This is an optimization exercise on Yosys and OpenROAD, whose aim is small area and a short achievable clock period, not a production implementation.
The RTL was checked by simulation tests, not by an equivalence proof against the original design.
Power and IR drop assume default switching activity.

===== config.mk =====
export PLATFORM = sky130hd
export DESIGN_NAME = noc_router
export DESIGN_NICKNAME = noc_router
export VERILOG_FILES = /design/flow/design.v
export SDC_FILE = /design/flow/constraint.sdc
export NUM_CORES = 4
export LEC_CHECK = 0
export CAP_MARGIN = 20
export CORE_MARGIN = 2
export CORE_UTILIZATION = 55
export CTS_BUF_LIST = sky130_fd_sc_hd__clkbuf_16
export CTS_CLUSTER_DIAMETER = 80
export CTS_CLUSTER_SIZE = 25
export PLACE_DENSITY = 0.7
export SLEW_MARGIN = 20

===== standard.sh =====
#!/bin/bash
# synth_recipe.tcl (not shown) runs the flow's synth.tcl, then flattens the netlist and writes it again
# the make line also repeats each setting of config.mk as NAME=value (left out here)
make -C /OpenROAD-flow-scripts/flow DESIGN_CONFIG=/design/flow/config.mk WORK_HOME=/design/flow/orfs CLKGATE_MAP_FILE= SYNTH_SCRIPT=/design/flow/synth_recipe.tcl "${@:-finish}"

===== flow/area.abc =====
&get -n
&st
&dch -f
&nf -a -R 1000
&put

===== flow/abc_override.tcl =====
# Map with an area-oriented ABC script instead of ORFS's; everything else in
# the synthesis is the standard one
proc abc {args} {
  set i [lsearch -exact $args -script]
  if { $i >= 0 } {
    lset args [expr {$i + 1}] $::env(FLOW_FLOW_DIR)/area.abc
  }
  yosys abc {*}$args
}

===== design.v =====
package router_pkg;
    localparam int NUM_PORTS = 5;
    localparam int NUM_VCS   = 2;     
    localparam int PKT_W     = 64;    
    localparam int LINK_W    = 65;    
    localparam logic [2:0] PORT_PE = 3'd0;
    localparam logic [2:0] PORT_N  = 3'd1;
    localparam logic [2:0] PORT_E  = 3'd2;
    localparam logic [2:0] PORT_S  = 3'd3;
    localparam logic [2:0] PORT_W  = 3'd4;
    localparam int X_SIGN_BIT = 62;
    localparam int Y_SIGN_BIT = 61;
    localparam int X_HOPS_LSB = 52;
    localparam int Y_HOPS_LSB = 48;
    function automatic logic [4:0] route_onehot(input logic x_nz, input logic y_nz,
                                                input logic x_sign, input logic y_sign);
        logic [4:0] r;
        r[0] = !x_nz && !y_nz;
        r[1] = !x_nz &&  y_nz && !y_sign;
        r[2] =  x_nz && !x_sign;
        r[3] = !x_nz &&  y_nz &&  y_sign;
        r[4] =  x_nz &&  x_sign;
        route_onehot = r;
    endfunction
endpackage
`timescale 1ns/100ps
module rr_arbiter (
    input  logic       enable,    
    input  logic [4:0] req,
    input  logic [2:0] ptr_cur,
    output logic [4:0] grant,
    output logic [2:0] ptr_next
);
    logic [4:0] first;       
    logic [4:0] masked;
    logic [4:0] pick;
    logic       multi_req;
    always_comb begin
        case (ptr_cur)
            3'd1:    first = 5'b11110;
            3'd2:    first = 5'b11100;
            3'd3:    first = 5'b11000;
            3'd4:    first = 5'b10000;
            default: first = 5'b11111;
        endcase
        masked = req & first;
        if (masked != 5'd0)
            pick = masked & (~masked + 5'd1);
        else
            pick = req & (~req + 5'd1);
        grant = enable ? pick : 5'd0;
    end
    assign multi_req = (req & (req - 5'd1)) != 5'd0;
    always_comb begin
        ptr_next = ptr_cur;
        if (enable && multi_req) begin
            case (1'b1)
                pick[0]: ptr_next = 3'd1;
                pick[1]: ptr_next = 3'd2;
                pick[2]: ptr_next = 3'd3;
                pick[3]: ptr_next = 3'd4;
                pick[4]: ptr_next = 3'd0;
                default: ptr_next = ptr_cur;
            endcase
        end
    end
endmodule
`timescale 1ns/100ps
module noc_input_bank (
    input  logic          clk,
    input  logic          reset,
    input  logic [324:0]  in_link,
    output logic [4:0]    in_ready,
    input  logic [4:0]    granted,     
    output logic [319:0]  head_pkt,    
    output logic [24:0]   req          
);
    logic [4:0]        full_x;     
    logic [4:0]        full_y;     
    logic [4:0]        empty_x;    
    logic [4:0][63:0]  pkt_x;
    logic [4:0][63:0]  pkt_y;
    logic [4:0]        xnz_x, ynz_x;    
    logic [4:0]        xnz_y, ynz_y;    
    always_ff @(posedge clk) begin
        if (reset) begin
            full_x  <= '0;
            empty_x <= '1;
            full_y  <= '0;
        end else begin
            for (int i = 0; i < 5; i++) begin
                full_x[i]  <= full_y[i] & ~granted[i];
                empty_x[i] <= ~full_y[i] | granted[i];
                full_y[i] <= full_x[i] | in_link[65*i + 64];
            end
        end
    end
    always_ff @(posedge clk) begin
        for (int i = 0; i < 5; i++) begin
            pkt_x[i] <= pkt_y[i];
            xnz_x[i] <= xnz_y[i];
            ynz_x[i] <= ynz_y[i];
            pkt_y[i] <= ({64{full_x[i]}} & pkt_x[i]) | ({64{empty_x[i]}} & in_link[65*i +: 64]);
            xnz_y[i] <= (full_x[i] & xnz_x[i]) | (empty_x[i] & (in_link[65*i + 52 +: 4] != 4'd0));
            ynz_y[i] <= (full_x[i] & ynz_x[i]) | (empty_x[i] & (in_link[65*i + 48 +: 4] != 4'd0));
        end
    end
    always_comb begin
        logic [4:0] r;
        req = '0;
        for (int i = 0; i < 5; i++) begin
            in_ready[i]        = empty_x[i];
            head_pkt[64*i +: 64] = pkt_y[i];
            r = router_pkg::route_onehot(xnz_y[i], ynz_y[i], pkt_y[i][62], pkt_y[i][61]) & {5{full_y[i]}};
            for (int o = 0; o < 5; o++)
                req[5*o + i] = r[o];
        end
    end
endmodule
`timescale 1ns/100ps
module noc_aoi222 (
    input  logic [2:0] a,
    input  logic [2:0] b,
    output logic       y
);
    assign y = ~((a[0] & b[0]) | (a[1] & b[1]) | (a[2] & b[2]));
endmodule
module noc_output_port #(
    parameter int PORT = 0       
) (
    input  logic          clk,
    input  logic          reset,
    input  logic [319:0]  head_pkt,
    input  logic [4:0]    req,
    output logic [4:0]    grant,
    input  logic          out_ready,
    output logic [64:0]   out_link    
);
    logic          full_x;
    logic          full_y;
    logic [2:0]    ptr_x;
    logic [2:0]    ptr_y;
    logic [2:0]    ptr_next;
    logic [63:0]   pkt_x;
    logic [63:0]   pkt_y;
    logic [63:0]   next_x;
    logic          send;
    logic [63:0]   out_pkt;
    rr_arbiter u_arb (
        .enable   (~full_y),
        .req      (req),
        .ptr_cur  (ptr_y),
        .grant    (grant),
        .ptr_next (ptr_next)
    );
    logic [63:0] half_a;
    logic [63:0] half_b;
    for (genvar k = 0; k < 64; k++) begin : g_bit
        noc_aoi222 u_a (
            .a ({grant[2], grant[1], grant[0]}),
            .b ({head_pkt[128 + k], head_pkt[64 + k], head_pkt[k]}),
            .y (half_a[k])
        );
        noc_aoi222 u_b (
            .a ({full_y, grant[4], grant[3]}),
            .b ({pkt_y[k], head_pkt[256 + k], head_pkt[192 + k]}),
            .y (half_b[k])
        );
    end
    assign next_x = ~(half_a & half_b);
    always_ff @(posedge clk) begin
        if (reset) begin
            full_x <= 1'b0;
            full_y <= 1'b0;
            ptr_x  <= '0;
            ptr_y  <= '0;
        end else begin
            full_x <= full_y | (|grant);
            full_y <= full_x & ~out_ready;
            ptr_x  <= ptr_next;
            ptr_y  <= ptr_x;
        end
    end
    always_ff @(posedge clk) begin
        pkt_x <= next_x;
        pkt_y <= pkt_x;
    end
    assign send     = full_x & out_ready;
    always_comb begin
        out_pkt = pkt_x;
        case (PORT)
            1, 3: begin                  
                out_pkt[55:52] = 4'd0;
                out_pkt[51:48] = pkt_x[51:48] - 4'd1;
                out_pkt[61]    = (PORT == 3);
            end
            2, 4: begin                  
                out_pkt[55:52] = pkt_x[55:52] - 4'd1;
                out_pkt[62]    = (PORT == 4);
            end
            default: out_pkt[55:48] = 8'd0;    
        endcase
    end
    assign out_link = {send, out_pkt};
endmodule
`timescale 1ns/100ps
module noc_router (
    input  logic          clk,
    input  logic          reset,
    output logic          polarity,
    input  logic [324:0]  in_link,     
    output logic [4:0]    in_ready,
    output logic [324:0]  out_link,
    input  logic [4:0]    out_ready
);
    logic [319:0] head_pkt;    
    logic [24:0]  req;         
    logic [24:0]  grant;       
    logic [4:0]   granted;
    always_ff @(posedge clk) begin
        if (reset)
            polarity <= 1'b0;
        else
            polarity <= ~polarity;
    end
    always_comb begin
        granted = '0;
        for (int o = 0; o < 5; o++)
            granted = granted | grant[5*o +: 5];
    end
    noc_input_bank u_in_bank (
        .clk      (clk),
        .reset    (reset),
        .in_link  (in_link),
        .in_ready (in_ready),
        .granted  (granted),
        .head_pkt (head_pkt),
        .req      (req)
    );
    for (genvar o = 0; o < 5; o++) begin : g_out
        noc_output_port #(
            .PORT (o)
        ) u_out (
            .clk       (clk),
            .reset     (reset),
            .head_pkt  (head_pkt),
            .req       (req[5*o +: 5]),
            .grant     (grant[5*o +: 5]),
            .out_ready (out_ready[o]),
            .out_link  (out_link[65*o +: 65])
        );
    end
endmodule

===== constraint.sdc =====
create_clock -name core_clock -period 10.0 [get_ports {clk}]
set_input_delay 2.0000 -clock core_clock [delete_from_list [all_inputs] [get_ports {clk}]]
set_output_delay 2.0000 -clock core_clock [all_outputs]
set_load 0.01 [all_outputs]

===== flow/run.sh =====
#!/bin/bash
# Own layout flow: the standard flow, with
#  - the standard flow's synthesis script, but an area-oriented ABC mapping script
#  - small buffers on the ports instead of the clkdlybuf4s50 cells that
#    buffer_ports picks by default
#  - timing repair aiming well past the 10 ns target
# Each tool's output goes to a log file in the work folder.
set -euo pipefail
WORK=$(pwd)
export FLOW_FLOW_DIR=$WORK/flow
{ head -n 1 synth_recipe.tcl; cat flow/abc_override.tcl; tail -n +2 synth_recipe.tcl; } > own_synth.tcl
export BUFFER_PORTS_ARGS="-buffer_cell sky130_fd_sc_hd__buf_1"
# The clock target is 10 ns, so without a margin timing repair never runs;
# ask it to aim for a shorter achieved period
export SETUP_SLACK_MARGIN=5.7
bash standard.sh SYNTH_SCRIPT=$WORK/own_synth.tcl finish > standard_flow.log 2>&1

==> results of run 1 <==
## per-stage QoR
stage	util (%)	area (sq um)	cells	hold slack [ns]	total power [mW]
global placement	58.8	42900	4676	0.332	7.73
CTS	61.1	44600	4753	0.347	10.4
detailed placement	58.8	42900	4676	0.334	7.76
global route	61.3	44700	4773	0.357	10.8
floorplan	-	40600	3275	0.332	7.26
finish	61.3	44700	4776	0.351	10.5
## flip-flops by register name, indices dropped and copies added (netlist names)
register            count
u_in_bank.pkt_x       320
u_in_bank.pkt_y       320
g_out.u_out.pkt_x     300
g_out.u_out.pkt_y     300
g_out.u_out.ptr_x      15
g_out.u_out.ptr_y      15
g_out.u_out.full_x      5
g_out.u_out.full_y      5
u_in_bank.empty_x       5
u_in_bank.full_x        5
u_in_bank.full_y        5
u_in_bank.xnz_x         5
u_in_bank.xnz_y         5
u_in_bank.ynz_x         5
u_in_bank.ynz_y         5
polarity                1
## cell usage after synthesis (2+ instances only)
master,n
dfxtp_1,1316
a222oi_1,528
nand2_1,368
a22o_1,325
buf_4,253
nor2_1,87
nand3_1,85
a22oi_1,72
nor2b_1,36
clkinv_1,24
a21oi_1,18
nor3_1,13
o21ai_0,13
xor2_1,11
o41ai_1,10
and3_1,9
and2_0,8
nand2b_1,8
nor4_1,7
a31oi_1,6
nor3b_1,6
and3b_1,5
nand3b_1,5
o211ai_1,5
a221oi_1,4
a32oi_1,4
ha_1,4
a31o_1,3
o21bai_1,3
or3_1,3
or4_1,3
a21boi_0,2
conb_1,2
## layout make-up
class                   count  area (sq um)
diodes                     20          50.0
clock buffers              61          1530
clock inverters            11           119
fillers                  6114         28200
inverters                  24          90.1
multi-input cells        1682         12400
flip-flops and latches   1316         26400
well taps                 959          1200
repair buffers            703          2920
## routing by layer
layer	vias up	global-route usage (%)
met5	-	0
met3	597	12.2
met2	2754	59.9
li1	13850	-
met1	16201	50.4
met4	26	21.4
## worst reg2reg max path: cells and delay by family, from the launching register on
family                 cells  cell delay (ns)
and+or+nand+nor            9             2.26
buffers and inverters      1             0.82
AOI/OAI and AO/OA          2             0.51
DFF                        1             0.36
## power groups by stage
| stage | combinational, mW | sequential (mW) | clock (mW) |
|---|---|---|---|
| 2_1_floorplan | 0.884 | 6.37 | 0 |
| 3_3_place_gp | 1.20 | 6.53 | 0 |
| 3_5_place_dp | 1.21 | 6.55 | 0 |
| 4_1_cts | 1.22 | 6.44 | 2.77 |
| 5_1_grt | 1.32 | 6.52 | 2.95 |
| 6_report | 1.26 | 6.46 | 2.77 |
## cells by family (layout without fill, tap and decap cells)
kind of cell / Yosys count / in the layout / synth area share (%)
flops: 1316 / 1316 / 65.1
compound gates: 998 / 998 / 22.6
simple gates: 647 / 647 / 6.97
buf+inv: 277 / 799 / 4.91
xor+xnor: 12 / 12 / 0.260
fa+ha+maj: 5 / 5 / 0.148
other cells: 2 / 40 / 0.0185
## timing repair
action | CTS | global route
setup endpoints to repair | 5 | 5
pin swaps | 5 | 2
setup buffers | 5 | 2
resized for setup | 5 | 10
## worst min-delay path by stage
stage	start	cells after the start	slack, ns	endpoint
after global routing	g_out[2].u_out.pkt_x[16]$_DFF_P_	0	0.36	g_out[2].u_out.pkt_y[16]$_DFF_P_
after global placement	g_out[2].u_out.pkt_x[24]$_DFF_P_	0	0.33	g_out[2].u_out.pkt_y[24]$_DFF_P_
final	g_out[4].u_out.pkt_x[49]$_DFF_P_	0	0.35	g_out[4].u_out.pkt_y[49]$_DFF_P_
after floorplan	g_out[1].u_out.pkt_x[0]$_DFF_P_	0	0.33	g_out[1].u_out.pkt_y[0]$_DFF_P_
after detailed placement	g_out[2].u_out.pkt_x[26]$_DFF_P_	0	0.33	g_out[2].u_out.pkt_y[26]$_DFF_P_
after CTS	g_out[4].u_out.pkt_x[49]$_DFF_P_	0	0.35	g_out[4].u_out.pkt_y[49]$_DFF_P_
## cell usage in the layout, fill, tap and decap left out, types with 18 or more instances in the layout
| cell type | netlist | routed |
|---|---|---|
| dfxtp_1 | 1316 | 1299 |
| buf_4 | 253 | 60 |
| buf_1 | 0 | 633 |
| nand3_1 | 85 | 85 |
| a22o_1 | 325 | 325 |
| clkbuf_16 | 0 | 61 |
| a21oi_1 | 18 | 18 |
| conb_1 | 2 | 20 |
| clkinv_1 | 24 | 25 |
| nand2_1 | 368 | 368 |
| a222oi_1 | 528 | 528 |
| nor2b_1 | 36 | 34 |
| nor2_1 | 87 | 65 |
| nor2_4 | 0 | 22 |
| diode_2 | 0 | 20 |
| a22oi_1 | 72 | 72 |
==> metrics.md, run 1 <==
| Metric | Value |
|---|---|
| Status | `no timing/DRC/antenna violations` |
| Yosys top cell by area | `dfxtp_1` |
| Setup Skew | `0.0194 ns` |
| CTS buffer count | `59` |
| Tcrit/Tclk final | `43.6%` |
| TNS Setup | `0 ns` |
| Sw Share | `28.3%` |
| Chip Height | `275 um` |
| GPL Wtd Cong | `0.869` |
| WP data required | `8.00 ns` |
| Tot GR Track Use | `39.4%` |
| Residual DRC | `0` |
| Achievable Freq | `0.230 GHz` |
| Clock Latency Late Sink | `0.67 ns` |
| R2r worst-path depth | `12` |
| Initial DRT Pass Iterations | `13` |
| M1 wire length | `57500 um` |
| Vias in the first global route | `31428` |
| Static Leak | `18.4 nW` |
| CTS max path bufs | `3` |
| Arr. time, crit path | `2.36 ns` |
| TritonCTS clock tree | `built` |
| R2R Setup Slk | `6.02 ns` |
| Share of cells above drive strength 1 | `4.77%` |
| Sequential fraction of the synthesis area | `65.1%` |
| R2r startpoint | `u_in_bank.full_y[1]$_SDFF_PP0_` |
| Root buffer cell | `clkbuf_16` |
| WP depth | `3` |
| Area Overhead vs Synth | `10.5%` |
| Clock sinks | `1316` |
| Sequential share of power | `61.6%` |
| Comb pwr share | `12.0%` |
| Std cell rows | `99` |
| Worst path cell trace | `buf_6, and2_0, buf_2` |
| Routed wl met2 | `68700 um` |
| Hold Crit Class | `reg2reg` |
| Met3 wire length | `22000 um` |
| Top cells by area, synth | `dfxtp_1 (65%), a222oi_1 (13%), a22o_1 (7.0%)` |
| Die W | `275 um` |
| Asr flop ratio synth | `0%` |
| Worst R2R End | `g_out[1].u_out.pkt_x[34]$_DFF_P_` |
| DR vias/cell | `7.00` |
| DR top layer | `met5` |
| Routed WL per cell | `33.0 um` |
| CP endpoint | `out_link[64]` |
| Port Buf Inserts | `642` |
| Minimum clock period | `4.36 ns` |
| Count of final hold-check violations | `0` |
| First-pass GRT wire length | `217000 um` |
| Final ANT Viol Nets | `0` |
| Clock share of power | `26.4%` |
| RSZ-0062 raised after global routing | `yes` |
| Iter 0 DRT Violations | `7389` |
| WP buf/inv | `2` |
| Kind of critical path | `in2out` |
| Ports | `663` |
| Htree depth | `2` |
| Pint | `7.52 mW` |
| Synth top area share | `65.1%` |
| Worst slew pin tran | `1.25 ns` |
| Routed vias | `33428` |
| Flop and latch count out of synthesis | `1316` |
| Syn avg cell area | `12.4 sq um` |
| NetSw | `2.97 mW` |
| Initial antenna violation count | `30` |
| Post-DP HPWL | `91100 um` |
| Cells after synthesis | `3257` |
| Final Max Tran Viols | `0` |
| CP max stage delay | `0.13 ns` |
| Final WS setup | `5.64 ns` |
| Startpoint Class | `input pin` |
| Post-place setup slack | `5.64 ns` |
| Ys Warns | `8` |
| Die area | `75800 sq um` |
| # nets final | `4122` |
| Crit path max fanout | `2` |
| Synthesized area | `40500 sq um` |
| Total grt overflow | `0` |
| Max-capacitance violation count | `0` |
| Slowest CP cell | `and2_0` |
| # setup viols final | `0` |
| Synth cell types | `44` |
| Top FF cell, synth | `dfxtp_1` |
| Initial cell density of the core | `55.5%` |
| Maximum vdd drop | `212 uV` |
| Final WL | `158000 um` |
| Slew headroom | `17.0%` |
| Pwr/cell area | `234 nW/um^2` |
| Total core area | `73000 sq um` |
| Clock-pin slew on the worst setup and hold paths | `0.10 ns` |
| Number of synthesized flops with an enable pin | `0` |
| Pin count of the biggest net entering global routing | `60` |
| CTS Hold Bufs | `0` |
| Worst Setup SP | `out_ready[0]` |
| CP delay by family, top | `buffers and inverters` |
| CP Capture Type | `output pin` |
==> run 2: changes to the inputs <==
--- a/config.mk
+++ b/config.mk
@@ -5,11 +5,11 @@
 export SDC_FILE = /design/flow/constraint.sdc
 export NUM_CORES = 4
 export LEC_CHECK = 0
-export CAP_MARGIN = 20
+export CAP_MARGIN = 10
 export CORE_MARGIN = 2
 export CORE_UTILIZATION = 55
 export CTS_BUF_LIST = sky130_fd_sc_hd__clkbuf_16
 export CTS_CLUSTER_DIAMETER = 80
 export CTS_CLUSTER_SIZE = 25
 export PLACE_DENSITY = 0.7
-export SLEW_MARGIN = 20
+export SLEW_MARGIN = 10
==> metrics.md, run 2 <==
| Metric | Value |
|---|---|
| CTS max path bufs | `3` |
| Root buffer cell | `clkbuf_16` |
| Total power | `10.5 mW` |
| Die W | `275 um` |
| Most frequent cells in the layout | `dfxtp_1 (1299), buf_1 (633), a222oi_1 (528), nand2_1 (368), a22o_1 (325)` |
| Final core occ | `61.3%` |
| Synth top area share | `65.1%` |
| Total core area | `73000 sq um` |
| Pint | `7.52 mW` |
| Maximum vdd drop | `212 uV` |
| Kind of critical path | `in2out` |
| Setup Skew | `0.0165 ns` |
| Flop and latch count out of synthesis | `1316` |
| Achievable Freq | `0.230 GHz` |
| TritonCTS clock tree | `built` |
| Chip Height | `275 um` |
| NetSw | `2.97 mW` |
| Pwr/cell area | `235 nW/um^2` |
| Count of final hold-check violations | `0` |
| Startpoint Class | `input pin` |
| Hold Crit Class | `reg2reg` |
| Commonest cells in the netlist | `dfxtp_1 (1316), a222oi_1 (528), nand2_1 (368)` |
| Routed vias | `33424` |
| Comb pwr share | `12.0%` |
| CP Capture Type | `output pin` |
| Number of synthesized flops with an enable pin | `0` |
| Minimum clock period | `4.36 ns` |
| Cells after synthesis | `3257` |
| Initial cell density of the core | `55.5%` |
| Die area | `75800 sq um` |
| RSZ-0062 raised after global routing | `yes` |
| Clock sinks | `1316` |
| Static Leak | `18.3 nW` |
| Synthesized area | `40500 sq um` |
| Area Overhead vs Synth | `10.4%` |
| Clock Latency Late Sink | `0.67 ns` |
| Slew headroom | `16.3%` |
| Residual DRC | `0` |
| # nets final | `4121` |
| Arr. time, crit path | `2.36 ns` |
| Yosys top cell by area | `dfxtp_1` |
| First-pass GRT wire length | `217000 um` |
| Std cell rows | `99` |
| Sw Share | `28.3%` |
| # setup viols final | `0` |
| DR vias/cell | `7.00` |
| Count leader, synth | `dfxtp_1` |
| Top cells by area, synth | `dfxtp_1 (65%), a222oi_1 (13%), a22o_1 (7.0%)` |
| Final Max Tran Viols | `0` |
| Tcrit/Tclk final | `43.6%` |
| Syn avg cell area | `12.4 sq um` |
| Final WL | `158000 um` |
| Worst slew pin tran | `1.25 ns` |
| Total grt overflow | `0` |
| Largest regs | `u_in_bank.pkt_x (320), u_in_bank.pkt_y (320)` |
| R2R Setup Slk | `6.01 ns` |
| Share of cells above drive strength 1 | `4.74%` |
| Iter 0 DRT Violations | `7394` |
| Port Buf Inserts | `642` |
| Clock-pin slew on the worst setup and hold paths | `0.10 ns` |
| GPL Wtd Cong | `0.869` |
| Ys Warns | `8` |
| Pin count of the biggest net entering global routing | `60` |
| Crit path max fanout | `2` |
| Initial DRT Pass Iterations | `14` |
| Htree depth | `2` |
| Most common cell after layout, fill and taps aside | `dfxtp_1` |
| Post-DP HPWL | `91100 um` |
| CTS buffer count | `59` |
| Top FF cell, synth | `dfxtp_1` |
| WP data required | `8.00 ns` |
| Asr flop ratio synth | `0%` |
| Clock share of power | `26.4%` |
| Ports | `663` |
| Sequential share of power | `61.6%` |
| Sequential fraction of the synthesis area | `65.1%` |
| Status | `no timing/DRC/antenna violations` |
| Initial antenna violation count | `30` |
| TNS Setup | `0 ns` |
| Final ANT Viol Nets | `0` |
| Tot GR Track Use | `39.4%` |
| Routed WL per cell | `33.1 um` |
| Max-capacitance violation count | `0` |
| Vias in the first global route | `31428` |
| Synth cell types | `44` |
run 2: final cells by class:
class                   count  area [sq um]
clock buffers              61          1530
clock inverters            11           119
fillers                  6117         28300
inverters                  24          90.1
diodes                     19          47.5
flip-flops and latches   1316         26400
repair buffers            702          2890
multi-input cells        1682         12400
well taps                 959          1200
run 2: repair_timing:
item                                    in CTS  in global routing
endpoints found under the setup margin       5                  5
pin swaps                                    5                  2
gates resized for setup                      5                 10
setup buffers                                5                  2
hold buffers                                 0                  0
run 2: worst max-delay path: stages:
cell	delay, ns
buf_6	0.09
and2_0	0.13
buf_2	0.13
run 2: per-layer routing:
layer	global-route usage (%)	part of all wire [%]	wire length (um)
met5	0	0.12	185
met4	21.4	5.8	9090
met3	12.2	15	22900
met2	59.9	44	68800
met1	50.4	36	56900
run 2: path summary, 6_finish.rpt:
| kind | endpoint | startpoint | depth (start not counted) |
|---|---|---|---|
| setup / recovery | out_link[64] | out_ready[0] | 3 |
| hold / removal | g_out[4].u_out.pkt_y[49]$_DFF_P_ | g_out[4].u_out.pkt_x[49]$_DFF_P_ | 0 |
| setup reg to reg | g_out[1].u_out.full_x$_SDFF_PP0_ | u_in_bank.full_y[1]$_SDFF_PP0_ | 13 |
| hold reg to reg | g_out[4].u_out.pkt_y[49]$_DFF_P_ | g_out[4].u_out.pkt_x[49]$_DFF_P_ | 0 |
run 2: cells by family after synthesis:
family / Yosys count / synth area share [%]
xor gates and xnor gates: 12 / 0.260
buffers and inverters: 277 / 4.91
other: 2 / 0.0185
AOI/OAI and AO/OA: 998 / 22.6
and+or+nand+nor: 647 / 6.97
adders and majority gates: 5 / 0.148
DFF: 1316 / 65.1
run 2: metrics by stage:
step / worst slack [ns] / instances / area, sq um / hold WS (ns)
3_5_place_dp: 5.64 / 4676 / 42900 / 0.334
6_report: 5.64 / 4774 / 44700 / 0.349
5_1_grt: 5.63 / 4772 / 44700 / 0.357
3_3_place_gp: 5.63 / 4676 / 42900 / 0.332
2_1_floorplan: 5.23 / 3275 / 40600 / 0.332
4_1_cts: 5.66 / 4753 / 44600 / 0.347
run 2: power groups by stage:
| stage | registers (mW) | clock network [mW] | logic (mW) |
|---|---|---|---|
| after floorplan | 6.37 | 0 | 0.884 |
| after global placement | 6.53 | 0 | 1.20 |
| after detailed placement | 6.55 | 0 | 1.21 |
| after CTS | 6.44 | 2.77 | 1.22 |
| after global routing | 6.52 | 2.95 | 1.32 |
| final | 6.46 | 2.77 | 1.26 |
==> run 3: changes to the inputs <==
==> config.mk (replaced) <==
export PLATFORM = sky130hd
export DESIGN_NAME = noc_router
export DESIGN_NICKNAME = noc_router
export VERILOG_FILES = /design/flow/design.v
export SDC_FILE = /design/flow/constraint.sdc
export NUM_CORES = 4
export LEC_CHECK = 0
export CAP_MARGIN = 20
export CORE_MARGIN = 2
export CORE_UTILIZATION = 62
export CTS_BUF_LIST = sky130_fd_sc_hd__clkbuf_16
export CTS_CLUSTER_DIAMETER = 80
export CTS_CLUSTER_SIZE = 25
export PLACE_DENSITY = 0.78
export SLEW_MARGIN = 20
==> metrics.md, run 3 <==
| Metric | Value |
|---|---|
| Synth top area share | `65.1%` |
| Die area | `67400 sq um` |
| TritonCTS clock tree | `built` |
| Top cells by area, synth | `dfxtp_1 (65%), a222oi_1 (13%), a22o_1 (7.0%)` |
| Count leader, synth | `dfxtp_1` |
| Final ANT Viol Nets | `0` |
| Most common cell after layout, fill and taps aside | `dfxtp_1` |
| Sequential fraction of the synthesis area | `65.1%` |
| DR vias/cell | `7.26` |
| First-pass GRT wire length | `215000 um` |
| # setup viols final | `0` |
| Ports | `663` |
| Synthesized area | `40500 sq um` |
| Count of final hold-check violations | `0` |
| Vias in the first global route | `31697` |
| Die W | `260 um` |
| Comb pwr share | `12.0%` |
| TNS Setup | `0 ns` |
| Achievable Freq | `0.228 GHz` |
| WP buf/inv | `2` |
| Arr. time, crit path | `2.39 ns` |
| Clock share of power | `25.5%` |
| Post-DP HPWL | `89200 um` |
| Clock sinks | `1316` |
| Pint | `7.42 mW` |
| Initial antenna violation count | `24` |
| # nets final | `4117` |
| Final WL | `154000 um` |
| Startpoint Class | `input pin` |
| CP delay by family, top | `buffers and inverters` |
| Maximum vdd drop | `169 uV` |
| CP Capture Type | `output pin` |
| Setup Skew | `0.0277 ns` |
| Htree depth | `2` |
| Slew headroom | `15.7%` |
| Area Overhead vs Synth | `9.70%` |
| Status | `no timing/DRC/antenna violations` |
| WP data required | `8.00 ns` |
| CTS buffer count | `58` |
| Pin count of the biggest net entering global routing | `68` |
| NetSw | `2.94 mW` |
| Flop and latch count out of synthesis | `1316` |
| Std cell rows | `93` |
| Total power | `10.4 mW` |
| Kind of critical path | `in2out` |
| Asr flop ratio synth | `0%` |
| Root buffer cell | `clkbuf_16` |
| Total grt overflow | `0` |
| Crit path max fanout | `2` |
| Clock-pin slew on the worst setup and hold paths | `0.09 ns` |
| Static Leak | `18.3 nW` |
| Pwr/cell area | `233 nW/um^2` |
| Chip Height | `260 um` |
| Port Buf Inserts | `642` |
| Initial cell density of the core | `62.8%` |
| Worst slew pin tran | `1.26 ns` |
| Slowest CP cell | `and2_0` |
| Final Max Tran Viols | `0` |
| Number of synthesized flops with an enable pin | `0` |
| Yosys top cell by area | `dfxtp_1` |
| GPL Wtd Cong | `0.920` |
| Top FF cell, synth | `dfxtp_1` |
| Clock Latency Late Sink | `0.68 ns` |
| Tot GR Track Use | `43.5%` |
| Hold Crit Class | `reg2reg` |
| Iter 0 DRT Violations | `8143` |
| CTS Hold Bufs | `0` |
| Initial DRT Pass Iterations | `17` |
| Worst path cell trace | `buf_1, and2_0, buf_2` |
| Largest regs | `u_in_bank.pkt_x (320), u_in_bank.pkt_y (320)` |
| Sw Share | `28.4%` |
| Routed WL per cell | `33.0 um` |
| Max-capacitance violation count | `0` |
| Most frequent cells in the layout | `dfxtp_1 (1299), buf_1 (634), a222oi_1 (528), nand2_1 (368), a22o_1 (325)` |
| Total core area | `64500 sq um` |
| Routed vias | `33875` |
| Tcrit/Tclk final | `43.9%` |
| Minimum clock period | `4.39 ns` |
| CTS max path bufs | `3` |
| Synth cell types | `44` |
| Ys Warns | `8` |
| Syn avg cell area | `12.4 sq um` |
| Sequential share of power | `62.5%` |
| Commonest cells in the netlist | `dfxtp_1 (1316), a222oi_1 (528), nand2_1 (368)` |
| Residual DRC | `0` |
| Share of cells above drive strength 1 | `4.59%` |
| Cells after synthesis | `3257` |
| CP max stage delay | `0.14 ns` |
| RSZ-0062 raised after global routing | `yes` |
-- run 3: metrics by stage --
stage / cells / utilization, % / hold WS (ns) / cell area (sq um) / setup slack, ns
2_1_floorplan: 3275 / - / 0.332 / 40600 / 5.23
3_3_place_gp: 4569 / 66.3 / 0.331 / 42800 / 5.64
3_5_place_dp: 4569 / 66.3 / 0.334 / 42800 / 5.57
4_1_cts: 4643 / 68.8 / 0.349 / 44300 / 5.67
5_1_grt: 4660 / 68.9 / 0.352 / 44400 / 5.61
6_report: 4666 / 68.9 / 0.348 / 44400 / 5.61
-- run 3: final timing paths --
path	start	to	slack [ns]	cells past startpoint
min reg2reg	g_out[3].u_out.pkt_x[43]$_DFF_P_	g_out[3].u_out.pkt_y[43]$_DFF_P_	0.35	0
min	g_out[3].u_out.pkt_x[43]$_DFF_P_	g_out[3].u_out.pkt_y[43]$_DFF_P_	0.35	0
max	out_ready[3]	out_link[259]	5.61	3
max reg2reg	g_out[4].u_out.ptr_y[0]$_SDFF_PP0_	g_out[4].u_out.full_x$_SDFF_PP0_	6.10	12
-- run 3: layout make-up --
| class | instances | area (sq um) |
|---|---|---|
| clock inverters | 12 | 70.1 |
| clock buffers | 58 | 1450 |
| well taps | 855 | 1070 |
| flip-flops and latches | 1316 | 26400 |
| fillers | 4797 | 20000 |
| repair buffers | 699 | 2860 |
| inverters | 24 | 90.1 |
| multi-input cells | 1682 | 12400 |
| diodes | 20 | 50.0 |
-- run 3: what timing repair did --
action | in CTS | in global routing
setup endpoints to repair | 5 | 5
endpoints found under the hold margin | 0 | 0
buffers inserted | 4 | 3
pin swaps | 5 | 0
gates resized for setup | 10 | 5
-- run 3: routing by layer --
| metal | global-route usage [%] | part of all wire [%] | wire [um] |
|---|---|---|---|
| met2 | 65.8 | 43 | 66700 |
| met3 | 13.1 | 16 | 23900 |
| met1 | 55.1 | 34 | 52300 |
| met4 | 26.1 | 7.0 | 10800 |
| met5 | 0 | 0.081 | 124 |
-- run 3: kinds of logic (layout without fill, tap and decap cells) --
group	Yosys count	after routing	synth area share, %
XOR/XNOR	12	12	0.260
adder cells (fa/ha/maj)	5	5	0.148
other	2	40	0.0185
buffers and inverters	277	793	4.91
AO/OA/AOI/OAI	998	998	22.6
flip-flops	1316	1316	65.1
AND/OR/NAND/NOR	647	647	6.97
-- run 3: power by group through the flow --
| stage | sequential (mW) | clock, mW | combinational [mW] |
|---|---|---|---|
| finish | 6.48 | 2.64 | 1.24 |
| floorplan | 6.37 | 0 | 0.884 |
| detailed placement | 6.56 | 0 | 1.18 |
| global placement | 6.54 | 0 | 1.16 |
| global route | 6.53 | 2.81 | 1.29 |
| CTS | 6.45 | 2.62 | 1.19 |
==> run 4: changes to the inputs <==
--- a/design.v
+++ b/design.v
@@ -111,7 +111,7 @@
         for (int i = 0; i < 5; i++) begin
             in_ready[i]        = empty_x[i];
             head_pkt[64*i +: 64] = pkt_y[i];
-            r = router_pkg::route_onehot(xnz_y[i], ynz_y[i], pkt_y[i][62], pkt_y[i][61]) & {5{full_y[i]}};
+            r = router_pkg::route_onehot(xnz_y[i], ynz_y[i], head_pkt[64*i + 62], head_pkt[64*i + 61]) & {5{full_y[i]}};
             for (int o = 0; o < 5; o++)
                 req[5*o + i] = r[o];
         end
==> config.mk (replaced) <==
export PLATFORM = sky130hd
export DESIGN_NAME = noc_router
export DESIGN_NICKNAME = noc_router
export VERILOG_FILES = /design/flow/design.v
export SDC_FILE = /design/flow/constraint.sdc
export NUM_CORES = 4
export LEC_CHECK = 0
export CAP_MARGIN = 10
export CORE_MARGIN = 2
export CORE_UTILIZATION = 55
export CTS_BUF_LIST = sky130_fd_sc_hd__clkbuf_16
export CTS_CLUSTER_DIAMETER = 80
export CTS_CLUSTER_SIZE = 25
export PLACE_DENSITY = 0.7
export SLEW_MARGIN = 10
==> metrics.md, run 4 <==
| Metric | Value |
|---|---|
| Status | `no timing/DRC/antenna violations` |
| DR vias/cell | `7.00` |
| Clock Latency Late Sink | `0.67 ns` |
| Sequential fraction of the synthesis area | `65.1%` |
| Number of synthesized flops with an enable pin | `0` |
| Clock sinks | `1316` |
| First-pass GRT wire length | `217000 um` |
| Final Max Tran Viols | `0` |
| Ports | `663` |
| GPL Wtd Cong | `0.869` |
| Synth cell types | `44` |
| Final core occ | `61.3%` |
| Final WL | `158000 um` |
| Asr flop ratio synth | `0%` |
| Placed insts | `4676` |
| Port Buf Inserts | `642` |
| Die W | `275 um` |
| Final ANT Viol Nets | `0` |
| Chip Height | `275 um` |
| Fin cells | `4774` |
| Count of final hold-check violations | `0` |
| # nets final | `4121` |
| Kind of critical path | `in2out` |
| Arr. time, crit path | `2.36 ns` |
| Pwr/cell area | `235 nW/um^2` |
| Worst slew pin tran | `1.25 ns` |
| Flop and latch count out of synthesis | `1316` |
| Worst Setup SP | `out_ready[0]` |
| Worst path cell trace | `buf_6, and2_0, buf_2` |
| Tot GR Track Use | `39.4%` |
| M2 GR Usage | `59.9%` |
| Hold Startpoint | `g_out[4].u_out.pkt_x[49]$_DFF_P_` |
| R2r startpoint | `u_in_bank.full_y[1]$_SDFF_PP0_` |
| Syn avg cell area | `12.4 sq um` |
| Commonest cells in the netlist | `dfxtp_1 (1316), a222oi_1 (528), nand2_1 (368)` |
| Initial antenna violation count | `30` |
| Htree depth | `2` |
| Total core area | `73000 sq um` |
| Residual DRC | `0` |
| Share of cells above drive strength 1 | `4.74%` |
| CTS max path bufs | `3` |
| RSZ-0062 raised after global routing | `yes` |
| TritonCTS clock tree | `built` |
| Top FF cell, synth | `dfxtp_1` |
| Most frequent cells in the layout | `dfxtp_1 (1299), buf_1 (633), a222oi_1 (528), nand2_1 (368), a22o_1 (325)` |
| Ys Warns | `8` |
| Initial DRT Pass Iterations | `14` |
| Startpoint Class | `input pin` |
| Met1 Usage GRT | `50.4%` |
| Met3 usage | `12.2%` |
| Clock-pin slew on the worst setup and hold paths | `0.10 ns` |
| CTS buffer count | `59` |
| Cells after synthesis | `3257` |
| Top cells by area, synth | `dfxtp_1 (65%), a222oi_1 (13%), a22o_1 (7.0%)` |
| Tcrit/Tclk final | `43.6%` |
| Vias in the first global route | `31428` |
| Busiest grt layer | `met2` |
| Area Overhead vs Synth | `10.4%` |
| Crit path max fanout | `2` |
| Minimum clock period | `4.36 ns` |
| Most common cell after layout, fill and taps aside | `dfxtp_1` |
| Iter 0 DRT Violations | `7394` |
| CTS Hold Bufs | `0` |
| Static Leak | `18.3 nW` |
| CP max stage delay | `0.13 ns` |
| Synthesized area | `40500 sq um` |
| Total power | `10.5 mW` |
| Pin count of the biggest net entering global routing | `60` |
| Hold Crit Class | `reg2reg` |
| Routed WL per cell | `33.1 um` |
| Fillers | `6117` |
| WP data required | `8.00 ns` |
| Total grt overflow | `0` |
| Slew headroom | `16.3%` |
| Max-capacitance violation count | `0` |
| Routed vias | `33424` |
| Yosys top cell by area | `dfxtp_1` |
| Count leader, synth | `dfxtp_1` |
| Largest regs | `u_in_bank.pkt_x (320), u_in_bank.pkt_y (320)` |
| Die area | `75800 sq um` |
| Synth top area share | `65.1%` |
| CP Capture Type | `output pin` |
| Std cell rows | `99` |
| Post-DP HPWL | `91100 um` |
| # setup viols final | `0` |
| Root buffer cell | `clkbuf_16` |
| TNS Setup | `0 ns` |
| Maximum vdd drop | `212 uV` |
| Slowest CP cell | `and2_0` |
| Initial cell density of the core | `55.5%` |
| Achievable Freq | `0.230 GHz` |
| Setup Skew | `0.0165 ns` |
run 4: cell types whose count changed in the layout (fill, tap and decap cells not counted), sizes merged:
| cell | delta |
|---|---|
| bufinv | +2 |
| clkinv | -1 |
| buf | +3 |
| inv | -2 |
| clkbuf | +3 |
| diode | -1 |
run 4: layer usage:
layer  wire length [um]  part of all wire (%)  up-vias
li1                   -                     -    13845
met1              56900                    36    16163
met2              68800                    44     2801
met3              22900                    15      589
met4               9090                   5.8       26
met5                185                  0.12        -
run 4: final timing paths:
check / endpoint / cells past startpoint / slack, ns
setup / recovery: out_link[64] / 3 / 5.64
hold reg to reg: g_out[4].u_out.pkt_y[49]$_DFF_P_ / 0 / 0.35
setup reg to reg: g_out[1].u_out.full_x$_SDFF_PP0_ / 13 / 6.01
hold / removal: g_out[4].u_out.pkt_y[49]$_DFF_P_ / 0 / 0.35
run 4: logic make-up after synthesis:
logic type	count (synthesis)	share of synthesized area [%]
compound gates	998	22.6
xor+xnor	12	0.260
fa+ha+maj	5	0.148
buf+inv	277	4.91
flops	1316	65.1
other cells	2	0.0185
simple gates	647	6.97
run 4: per-stage QoR:
step           setup slack [ns]  hold slack (ns)  instance area [sq um]
2_1_floorplan              5.23            0.332                  40600
3_3_place_gp               5.63            0.332                  42900
3_5_place_dp               5.64            0.334                  42900
4_1_cts                    5.66            0.347                  44600
5_1_grt                    5.63            0.357                  44700
6_report                   5.64            0.349                  44700
run 4: worst max-delay path, delay by kind of cell:
family                 cells  cell delay [ns]
buffers and inverters      2             0.22
and+or+nand+nor            1             0.13
run 4: where the power goes:
group | internal [mW] | switching, mW | leakage [nW]
clock network | 1.15 | 1.62 | 0.827
registers | 5.93 | 0.527 | 11.0
logic | 0.434 | 0.823 | 6.55
run 4: layout make-up:
| cell class | instances | area [sq um] | area share (%) |
|---|---|---|---|
| Sequential cell | 1316 | 26400 | 59.1 |
| Timing Repair Buffer | 702 | 2890 | 6.47 |
| Clock inverter | 11 | 119 | 0.266 |
| Clock buffer | 61 | 1530 | 3.41 |
| Antenna cell | 19 | 47.5 | 0.106 |
| Multi-Input combinational cell | 1682 | 12400 | 27.8 |
| Tap cell | 959 | 1200 | 2.68 |
| Inverter | 24 | 90.1 | 0.202 |
run 4: timing repair:
action,in CTS,in global routing
setup endpoints to repair,5,5
gates resized for setup,5,10
setup buffers,5,2
pin swaps,5,2
==> run 5: changes to the inputs <==
--- a/config.mk
+++ b/config.mk
@@ -10,6 +10,6 @@
 export CORE_UTILIZATION = 55
 export CTS_BUF_LIST = sky130_fd_sc_hd__clkbuf_16
 export CTS_CLUSTER_DIAMETER = 80
-export CTS_CLUSTER_SIZE = 25
+export CTS_CLUSTER_SIZE = 30
 export PLACE_DENSITY = 0.7
 export SLEW_MARGIN = 10
==> metrics.md, run 5 <==
| Metric | Value |
|---|---|
| Std cell rows | `99` |
| Sequential share of power | `62.4%` |
| Max-capacitance violation count | `0` |
| # nets final | `4113` |
| Routed vias | `33335` |
| TNS Setup | `0 ns` |
| Largest regs | `u_in_bank.pkt_x (320), u_in_bank.pkt_y (320)` |
| Residual DRC | `0` |
| Synth top area share | `65.1%` |
| Yosys top cell by area | `dfxtp_1` |
| Status | `no timing/DRC/antenna violations` |
| Top FF cell, synth | `dfxtp_1` |
| Worst slew pin tran | `1.27 ns` |
| Sequential fraction of the synthesis area | `65.1%` |
| CTS max path bufs | `3` |
| Tot GR Track Use | `39.4%` |
| Crit path max fanout | `2` |
| Pin count of the biggest net entering global routing | `60` |
| Maximum vdd drop | `219 uV` |
| Achievable Freq | `0.230 GHz` |
| R2r startpoint | `u_in_bank.full_y[1]$_SDFF_PP0_` |
| Root buffer cell | `clkbuf_16` |
| Slowest CP cell | `and2_0` |
| Setup Skew | `0.0261 ns` |
| Share of cells above drive strength 1 | `4.62%` |
| First-pass GRT wire length | `217000 um` |
| Most common cell after layout, fill and taps aside | `dfxtp_1` |
| Clock-pin slew on the worst setup and hold paths | `0.11 ns` |
| Pwr/cell area | `232 nW/um^2` |
| Iter 0 DRT Violations | `7180` |
| Die area | `75800 sq um` |
| Static Leak | `18.2 nW` |
| Initial cell density of the core | `55.5%` |
| # setup viols final | `0` |
| Synth cell types | `44` |
| Total core area | `73000 sq um` |
| Arr. time, crit path | `2.36 ns` |
| Slew headroom | `14.9%` |
| Commonest cells in the netlist | `dfxtp_1 (1316), a222oi_1 (528), nand2_1 (368)` |
| Worst R2R End | `g_out[1].u_out.pkt_x[7]$_DFF_P_` |
| RSZ-0062 raised after global routing | `yes` |
| Die W | `275 um` |
| TritonCTS clock tree | `built` |
| Startpoint Class | `input pin` |
| Count of final hold-check violations | `0` |
| Asr flop ratio synth | `0%` |
| Worst path cell trace | `buf_6, and2_0, buf_2` |
| Sw Share | `28.6%` |
| Ys Warns | `8` |
| CP Capture Type | `output pin` |
| R2R Setup Slk | `6.03 ns` |
| Worst Setup SP | `out_ready[0]` |
| Ports | `663` |
| Htree depth | `2` |
| Final core occ | `61.0%` |
| Total grt overflow | `0` |
| Final WL | `158000 um` |
| Vias in the first global route | `31454` |
| WP data required | `8.00 ns` |
| Kind of critical path | `in2out` |
| Post-DP HPWL | `91100 um` |
| R2r worst-path depth | `12` |
| CTS Hold Bufs | `0` |
| Chip Height | `275 um` |
| WP depth | `3` |
| Clock sinks | `1316` |
| Flop and latch count out of synthesis | `1316` |
| Clock Latency Late Sink | `0.67 ns` |
| Comb pwr share | `12.1%` |
| Final ANT Viol Nets | `0` |
| WP buf/inv | `2` |
| Most frequent cells in the layout | `dfxtp_1 (1299), buf_1 (633), a222oi_1 (528), nand2_1 (368), a22o_1 (325)` |
| Minimum clock period | `4.36 ns` |
| Initial antenna violation count | `32` |
| Initial DRT Pass Iterations | `13` |
| Routed WL per cell | `33.1 um` |
| CP max stage delay | `0.13 ns` |
| DR vias/cell | `6.99` |
| Final Max Tran Viols | `0` |
| Count leader, synth | `dfxtp_1` |
| Number of synthesized flops with an enable pin | `0` |
| Clock share of power | `25.4%` |
| Syn avg cell area | `12.4 sq um` |
| Tcrit/Tclk final | `43.6%` |
| Cells after synthesis | `3257` |
| GPL Wtd Cong | `0.869` |
| Area Overhead vs Synth | `9.98%` |
| NetSw | `2.97 mW` |
| CP endpoint | `out_link[64]` |
| Synthesized area | `40500 sq um` |
| Port Buf Inserts | `642` |
| CP delay by family, top | `buffers and inverters` |
| CTS buffer count | `51` |
| Hold Crit Class | `reg2reg` |
| Pint | `7.39 mW` |
| Top cells by area, synth | `dfxtp_1 (65%), a222oi_1 (13%), a22o_1 (7.0%)` |
[run 5: cell counts after synthesis]
Identical to the previous run, type by type.
[run 5: repair_timing]
action	4_1_cts	5_1_grt
buffers inserted	5	2
pin swaps	5	2
hold endpoints to repair	0	0
setup endpoints to repair	5	5
resized for setup	5	10
[run 5: power by group through the flow]
stage               clock network [mW]  logic [mW]  registers, mW
CTS                               2.63        1.22           6.44
floorplan                            0       0.884           6.37
global placement                     0        1.20           6.53
finish                            2.63        1.26           6.46
detailed placement                   0        1.21           6.55
global route                      2.80        1.32           6.52
[run 5: how the worst min path moves through the flow]
| stage | from | endpoint | slack [ns] | cells after the start |
|---|---|---|---|---|
| 2_1_floorplan | g_out[1].u_out.pkt_x[0]$_DFF_P_ | g_out[1].u_out.pkt_y[0]$_DFF_P_ | 0.33 | 0 |
| 3_3_place_gp | g_out[2].u_out.pkt_x[24]$_DFF_P_ | g_out[2].u_out.pkt_y[24]$_DFF_P_ | 0.33 | 0 |
| 3_5_place_dp | g_out[2].u_out.pkt_x[26]$_DFF_P_ | g_out[2].u_out.pkt_y[26]$_DFF_P_ | 0.33 | 0 |
| 4_1_cts | g_out[1].u_out.pkt_x[26]$_DFF_P_ | g_out[1].u_out.pkt_y[26]$_DFF_P_ | 0.35 | 0 |
| 5_1_grt | g_out[1].u_out.pkt_x[26]$_DFF_P_ | g_out[1].u_out.pkt_y[26]$_DFF_P_ | 0.35 | 0 |
| 6_report | g_out[1].u_out.pkt_x[26]$_DFF_P_ | g_out[1].u_out.pkt_y[26]$_DFF_P_ | 0.34 | 0 |
[run 5: through the flow]
step	std cells	setup WS, ns	area, sq um	total power, mW	hold slack, ns
after floorplan	3275	5.23	40600	7.26	0.332
after global placement	4676	5.63	42900	7.73	0.332
after detailed placement	4676	5.64	42900	7.76	0.334
after CTS	4746	5.66	44400	10.3	0.348
after global routing	4766	5.63	44500	10.6	0.346
final	4772	5.64	44500	10.4	0.344
[run 5: cell families after synthesis]
group	Yosys count	synth area share, %
adders and majority gates	5	0.148
AOI/OAI and AO/OA	998	22.6
other	2	0.0185
xor gates and xnor gates	12	0.260
DFF	1316	65.1
buffers and inverters	277	4.91
and+or+nand+nor	647	6.97
[run 5: layer usage]
| layer | share of wire (%) | GRT usage, % | vias to the layer above |
|---|---|---|---|
| met5 | 0.086 | 0 | - |
| met4 | 6.0 | 23.3 | 20 |
| met3 | 14 | 11.6 | 621 |
| met2 | 44 | 59.3 | 2787 |
| met1 | 36 | 50.4 | 16077 |
| li1 | - | - | 13830 |
[run 5: cell type report]
| type | instances | area [sq um] |
|---|---|---|
| fill | 6107 | 28400 |
| inverter | 24 | 90.1 |
| multi-input combinational | 1682 | 12400 |
| timing repair buffer | 702 | 2890 |
| sequential | 1316 | 26400 |
| antenna | 24 | 60.1 |
| clock inverter | 11 | 113 |
| tap | 959 | 1200 |
| clock buffer | 54 | 1350 |

## static timing again, ports no longer ideal
The results above use ideal ports. As a check the final layouts listed here were re-extracted and re-timed, cells and wires unchanged.
Step 1, drivers: a clkbuf_16 drives clk and a buf_2 each remaining input, both assumed.
Step 2 also shifts input and output timing later by t, the mid clock arrival at the registers, as if the neighbouring blocks saw the same clock.
Three values: ideal, step 1, step 2; two values: the first two.
| run | shift t [ns] | setup slack, ns | clock arrival spread, ns | worst register clock-pin slew, ns |
|---|---|---|---|---|
| run 1 | 0.731 | 5.645 / 5.607 / 5.607 | 0.022 / 0.022 | 0.10 / 0.10 |
| run 2 | 0.733 | 5.645 / 5.603 / 5.603 | 0.018 / 0.018 | 0.10 / 0.10 |
| run 3 | 0.732 | 5.609 / 5.583 / 5.583 | 0.028 / 0.028 | 0.10 / 0.10 |
| run 4 | 0.733 | 5.645 / 5.603 / 5.603 | 0.018 / 0.018 | 0.10 / 0.10 |
| run 5 | 0.722 | 5.645 / 5.601 / 5.601 | 0.029 / 0.030 | 0.12 / 0.12 |
After both steps setup and hold are still met in every run listed. The setup slack of run 5, which loses most, moves by -0.044 ns with the drivers and by -0.044 ns with both steps.
